From an optimization exercise on the open Yosys and OpenROAD flow, aimed at small area, a short achievable clock period and few clock cycles per item; shortcuts taken in it are not production practice.
Power figures rest on the tool's default switching activity, not on a simulated workload.

==> flow/design.v <==
`timescale 1ns / 1ps
package oult_pkg;
  localparam int ValueW = 32;
  localparam int PosW   = 5;
  localparam int CountW = 5;
  typedef enum logic [1:0] {
    CMD_LOOKUP = 2'd0,
    CMD_INSERT = 2'd1,
    CMD_REMOVE = 2'd2,
    CMD_SPARE  = 2'd3
  } cmd_t;
  typedef enum logic [2:0] {
    STAT_OK       = 3'd0,
    STAT_RANGE    = 3'd1,
    STAT_DUP      = 3'd2,
    STAT_NOTFOUND = 3'd3,
    STAT_FULL     = 3'd4
  } status_t;
endpackage
`timescale 1ns / 1ps
module oult_cell (
  input  logic                          clk,
  input  logic                          load,
  input  logic [oult_pkg::ValueW-1:0]   wr_val,
  input  logic [oult_pkg::ValueW-1:0]   key,
  output logic                          eq
);
  logic [oult_pkg::ValueW-1:0] entry_r;
  always_ff @(posedge clk) begin
    if (load) entry_r <= wr_val;
  end
  assign eq = (entry_r == key);
endmodule
`timescale 1ns / 1ps
module ordered_unique_list_table #(
  parameter int CAPACITY = 16
) (
  input  logic        clk,
  input  logic        rst_n,
  input  logic        in_tvalid,
  output logic        in_tready,
  input  logic [39:0] in_tdata,    
  output logic        out_tvalid,
  input  logic        out_tready,
  output logic [15:0] out_tdata    
);
  localparam int CW   = $clog2(CAPACITY + 1);
  localparam int PW   = oult_pkg::PosW + 1;
  localparam int OUTQ = 3;
  localparam int OW   = $clog2(OUTQ + 1);
  localparam int RW   = 4 + oult_pkg::CountW;    
  logic [CAPACITY-1:0] valid_r;
  logic [CW-1:0]       count_r;
  logic                vld2_r;
  logic                ins2_r;      
  logic                rem2_r;      
  logic                bad2_r;      
  logic                ok2_r;       
  logic [CAPACITY-1:0] hit2_r;
  logic [CAPACITY-1:0] park2_r;     
  logic [CAPACITY-1:0] spare_r;
  logic [OUTQ-1:0]     qv_r;
  logic [RW-1:0]       qd_r [OUTQ];
  logic [OW-1:0]       outst_r;     
  logic                rdy_r;
  logic                        in_acc;
  logic [1:0]                  in_cmd;
  logic [oult_pkg::PosW-1:0]   in_pos;
  logic [oult_pkg::ValueW-1:0] in_val;
  assign in_tready = rdy_r;
  assign in_acc    = in_tvalid && rdy_r;
  assign in_cmd    = in_tdata[1:0];
  assign in_pos    = in_tdata[6:2];
  assign in_val    = in_tdata[38:7];
  logic                present;
  logic                full;
  logic                do_ins;
  logic                do_rem;
  logic [CAPACITY-1:0] ins_k;
  logic [CAPACITY-1:0] rem_k;
  logic [CW-1:0]       count_nxt;
  logic [2:0]          status;
  assign present = |hit2_r;
  assign full    = count_r[CW-1];    
  assign do_ins  = vld2_r && ok2_r && !present;
  assign do_rem  = vld2_r && rem2_r && present;
  assign ins_k   = park2_r & {CAPACITY{do_ins}};
  assign rem_k   = hit2_r & {CAPACITY{vld2_r && rem2_r}};
  logic [CW-1:0] count_inc, count_dec;
  assign count_inc = count_r + CW'(1);
  assign count_dec = count_r - CW'(1);
  assign count_nxt = do_ins ? count_inc : do_rem ? count_dec : count_r;
  always_comb begin
    if (ins2_r) begin
      if (bad2_r)       status = oult_pkg::STAT_RANGE;
      else if (present) status = oult_pkg::STAT_DUP;
      else if (full)    status = oult_pkg::STAT_FULL;
      else              status = oult_pkg::STAT_OK;
    end else begin
      status = present ? oult_pkg::STAT_OK : oult_pkg::STAT_NOTFOUND;
    end
  end
  logic [CAPACITY-1:0] valid_nxt;
  assign valid_nxt = (valid_r & ~rem_k) | ins_k;
  logic                no_spare;
  logic                parked2;
  logic [CAPACITY-1:0] park_nxt;
  assign no_spare = ~|spare_r;
  assign parked2  = |park2_r;
  assign park_nxt = spare_r |
                    ({CAPACITY{no_spare}} & (parked2 ? park2_r & {CAPACITY{!do_ins}} : rem_k));
  logic [CAPACITY-1:0] cand, cand_ins;
  logic [CAPACITY-1:0] first_c, first_ci;
  logic [CAPACITY-1:0] spare_nxt;
  assign cand     = (~valid_r | rem_k) & ~spare_r;
  assign cand_ins = cand & ~park2_r;
  always_comb begin
    for (int k = 0; k < CAPACITY; k++) begin
      first_c[k]  = cand[k] && !(|(cand & ((CAPACITY'(1) << k) - CAPACITY'(1))));
      first_ci[k] = cand_ins[k] && !(|(cand_ins & ((CAPACITY'(1) << k) - CAPACITY'(1))));
    end
  end
  assign spare_nxt = no_spare ? (parked2 ? rem_k : '0) :
                     do_ins   ? first_ci : first_c;
  logic [CAPACITY-1:0] eq_k;
  for (genvar k = 0; k < CAPACITY; k++) begin : g_slot
    oult_cell u_cell (
      .clk    (clk),
      .load   (park_nxt[k]),
      .wr_val (in_val),
      .key    (in_val),
      .eq     (eq_k[k])
    );
  end
  logic [CAPACITY-1:0] hit_nxt;
  assign hit_nxt = eq_k & valid_nxt;
  logic gt_inc, gt_same, gt_dec;
  logic bad_nxt, full_nxt;
  assign gt_inc  = PW'(in_pos) > PW'(count_inc);
  assign gt_same = PW'(in_pos) > PW'(count_r);
  assign gt_dec  = PW'(in_pos) > PW'(count_dec);
  assign bad_nxt  = do_ins ? gt_inc : do_rem ? gt_dec : gt_same;
  assign full_nxt = do_ins ? (count_r == CW'(CAPACITY - 1)) : do_rem ? 1'b0 : full;
  logic          push;
  logic [RW-1:0] res;
  assign push = vld2_r;
  assign res  = {count_nxt[oult_pkg::CountW-1:0], present, status};
  logic [OUTQ-1:0] qv_pop, qv_hold;
  logic [RW-1:0]   qd_pop [OUTQ];
  logic [RW-1:0]   qd_hold [OUTQ];
  always_comb begin
    for (int i = 0; i < OUTQ; i++) begin
      logic above, below, tgt_p, tgt_h;
      above = (i + 1 < OUTQ) ? qv_r[(i + 1) % OUTQ] : 1'b0;
      below = (i == 0) ? 1'b1 : qv_r[(i + OUTQ - 1) % OUTQ];
      tgt_h      = push && !qv_r[i] && below;
      qv_hold[i] = qv_r[i] || tgt_h;
      qd_hold[i] = tgt_h ? res : qd_r[i];
      tgt_p     = push && qv_r[i] && !above;
      qv_pop[i] = above || tgt_p;
      if (tgt_p)          qd_pop[i] = res;
      else if (i + 1 < OUTQ) qd_pop[i] = qd_r[(i + 1) % OUTQ];
      else                qd_pop[i] = qd_r[i];
    end
  end
  logic [OW-1:0] outst_pop, outst_hold;
  assign outst_pop  = in_acc ? outst_r : outst_r - OW'(1);
  assign outst_hold = in_acc ? outst_r + OW'(1) : outst_r;
  logic pop_sel;
  assign pop_sel = out_tready && qv_r[0];
  always_ff @(posedge clk) begin
    if (!rst_n) begin
      valid_r <= '0;
      count_r <= '0;
      spare_r <= CAPACITY'(1);
      vld2_r  <= 1'b0;
      qv_r    <= '0;
      outst_r <= '0;
      rdy_r   <= 1'b1;
    end else begin
      valid_r <= valid_nxt;
      count_r <= count_nxt;
      spare_r <= spare_nxt;
      vld2_r  <= in_acc;
      qv_r    <= pop_sel ? qv_pop : qv_hold;
      outst_r <= pop_sel ? outst_pop : outst_hold;
      rdy_r   <= pop_sel ? (outst_pop < OW'(OUTQ)) : (outst_hold < OW'(OUTQ));
    end
  end
  always_ff @(posedge clk) begin
    ins2_r  <= in_cmd == oult_pkg::CMD_INSERT;
    rem2_r  <= in_cmd == oult_pkg::CMD_REMOVE;
    bad2_r  <= bad_nxt;
    ok2_r   <= in_cmd == oult_pkg::CMD_INSERT && !bad_nxt && !full_nxt;
    hit2_r  <= hit_nxt;
    park2_r <= park_nxt;
    for (int i = 0; i < OUTQ; i++) qd_r[i] <= pop_sel ? qd_pop[i] : qd_hold[i];
  end
  assign out_tvalid = qv_r[0];
  assign out_tdata  = {7'd0, qd_r[0]};
endmodule
clock: 4.5 ns
lec_check: 0
cap_margin: 20
core_margin: 2
core_utilization: 60
setup_slack_margin: 2.2
slew_margin: 20
run.sh (not shown) runs the stock make flow with config.mk's settings and CLKGATE_MAP_FILE= SYNTH_SCRIPT=/design/flow/synth_recipe.tcl, a recipe that flattens the netlist after the stock synthesis.
==> next run, changes <==
--- a/flow/design.v
+++ b/flow/design.v
@@ -56,8 +56,9 @@
   logic                rem2_r;      
   logic                bad2_r;      
   logic                ok2_r;       
   logic [CAPACITY-1:0] hit2_r;
+  logic                pres2_r;     
   logic [CAPACITY-1:0] park2_r;     
   logic [CAPACITY-1:0] spare_r;
   logic [OUTQ-1:0]     qv_r;
   logic [RW-1:0]       qd_r [OUTQ];
@@ -79,9 +80,9 @@
   logic [CAPACITY-1:0] ins_k;
   logic [CAPACITY-1:0] rem_k;
   logic [CW-1:0]       count_nxt;
   logic [2:0]          status;
-  assign present = |hit2_r;
+  assign present = pres2_r;
   assign full    = count_r[CW-1];    
   assign do_ins  = vld2_r && ok2_r && !present;
   assign do_rem  = vld2_r && rem2_r && present;
   assign ins_k   = park2_r & {CAPACITY{do_ins}};
@@ -108,21 +109,30 @@
   assign no_spare = ~|spare_r;
   assign parked2  = |park2_r;
   assign park_nxt = spare_r |
                     ({CAPACITY{no_spare}} & (parked2 ? park2_r & {CAPACITY{!do_ins}} : rem_k));
-  logic [CAPACITY-1:0] cand, cand_ins;
-  logic [CAPACITY-1:0] first_c, first_ci;
+  logic [CAPACITY-1:0] cand;
+  logic [CAPACITY-1:0] first_c;
+  logic                none_c;
   logic [CAPACITY-1:0] spare_nxt;
-  assign cand     = (~valid_r | rem_k) & ~spare_r;
-  assign cand_ins = cand & ~park2_r;
+  assign cand   = ~valid_r & ~spare_r & ~park2_r;
+  assign none_c = ~|cand;
+  localparam int NG = CAPACITY / 4;
+  logic [NG-1:0] grp_any;
   always_comb begin
+    for (int g = 0; g < NG; g++) grp_any[g] = |cand[4*g +: 4];
     for (int k = 0; k < CAPACITY; k++) begin
-      first_c[k]  = cand[k] && !(|(cand & ((CAPACITY'(1) << k) - CAPACITY'(1))));
-      first_ci[k] = cand_ins[k] && !(|(cand_ins & ((CAPACITY'(1) << k) - CAPACITY'(1))));
-    end
-  end
-  assign spare_nxt = no_spare ? (parked2 ? rem_k : '0) :
-                     do_ins   ? first_ci : first_c;
+      logic lower_grp, lower_in;
+      lower_grp = 1'b0;
+      for (int g = 0; g < NG; g++) if (g < k / 4) lower_grp = lower_grp | grp_any[g];
+      lower_in = 1'b0;
+      for (int j = 0; j < 4; j++) if (4 * (k / 4) + j < k) lower_in = lower_in | cand[4 * (k / 4) + j];
+      first_c[k] = cand[k] && !lower_in && !lower_grp;
+    end
+  end
+  assign spare_nxt = no_spare            ? (parked2 ? rem_k : '0) :
+                     !none_c             ? first_c :
+                     (parked2 && !do_ins) ? park2_r : rem_k;
   logic [CAPACITY-1:0] eq_k;
   for (genvar k = 0; k < CAPACITY; k++) begin : g_slot
     oult_cell u_cell (
       .clk    (clk),
@@ -192,8 +202,9 @@
     rem2_r  <= in_cmd == oult_pkg::CMD_REMOVE;
     bad2_r  <= bad_nxt;
     ok2_r   <= in_cmd == oult_pkg::CMD_INSERT && !bad_nxt && !full_nxt;
     hit2_r  <= hit_nxt;
+    pres2_r <= |hit_nxt;
     park2_r <= park_nxt;
     for (int i = 0; i < OUTQ; i++) qd_r[i] <= pop_sel ? qd_pop[i] : qd_hold[i];
   end
   assign out_tvalid = qv_r[0];
Outcome: The new run completed without violations; clock power stays flat; combinational power came out higher by about 120%; non-clock buffer count fell by 30; setup slack gains 31 ps; worst hold slack stays flat; fmax climbs by about 1.3%; die area fell by 0.34%; wire length goes down by about 4.5%; via count drops by 3.9%; core utilization shrinks by 2.0 points.
Function was not checked in any run of this note: the RTL went through the layout flow alone.

afterwards: timing with drivers on the ports:
The results above use ideal ports. As a check the final layouts listed here were re-extracted and re-timed, cells and wires unchanged. Step 1: set_driving_cell puts a clkbuf_16 on clk and a buf_2 on each other input, an assumption about the parent block. Step 2 also shifts input and output timing later by t, the mid clock arrival at the registers, as if the neighbouring blocks saw the same clock. Three values: ideal ports, drivers, drivers and shift; two values: the first two.
| run | shift t [ns] | setup WS [ns] | worst slew at a driven data input, ns | cell pins on the clock port's net |
|---|---|---|---|---|
| the first run | 0.641 | 2.131 / 2.131 / 1.662 | 0.04 | 1 |
| the second run | 0.672 | 2.162 / 2.163 / 1.523 | 0.04 | 1 |
After both steps setup and hold are still met in every run listed. For the second run, which loses most, drivers alone change the setup slack by +0.001 ns; drivers and shift together by -0.639 ns.
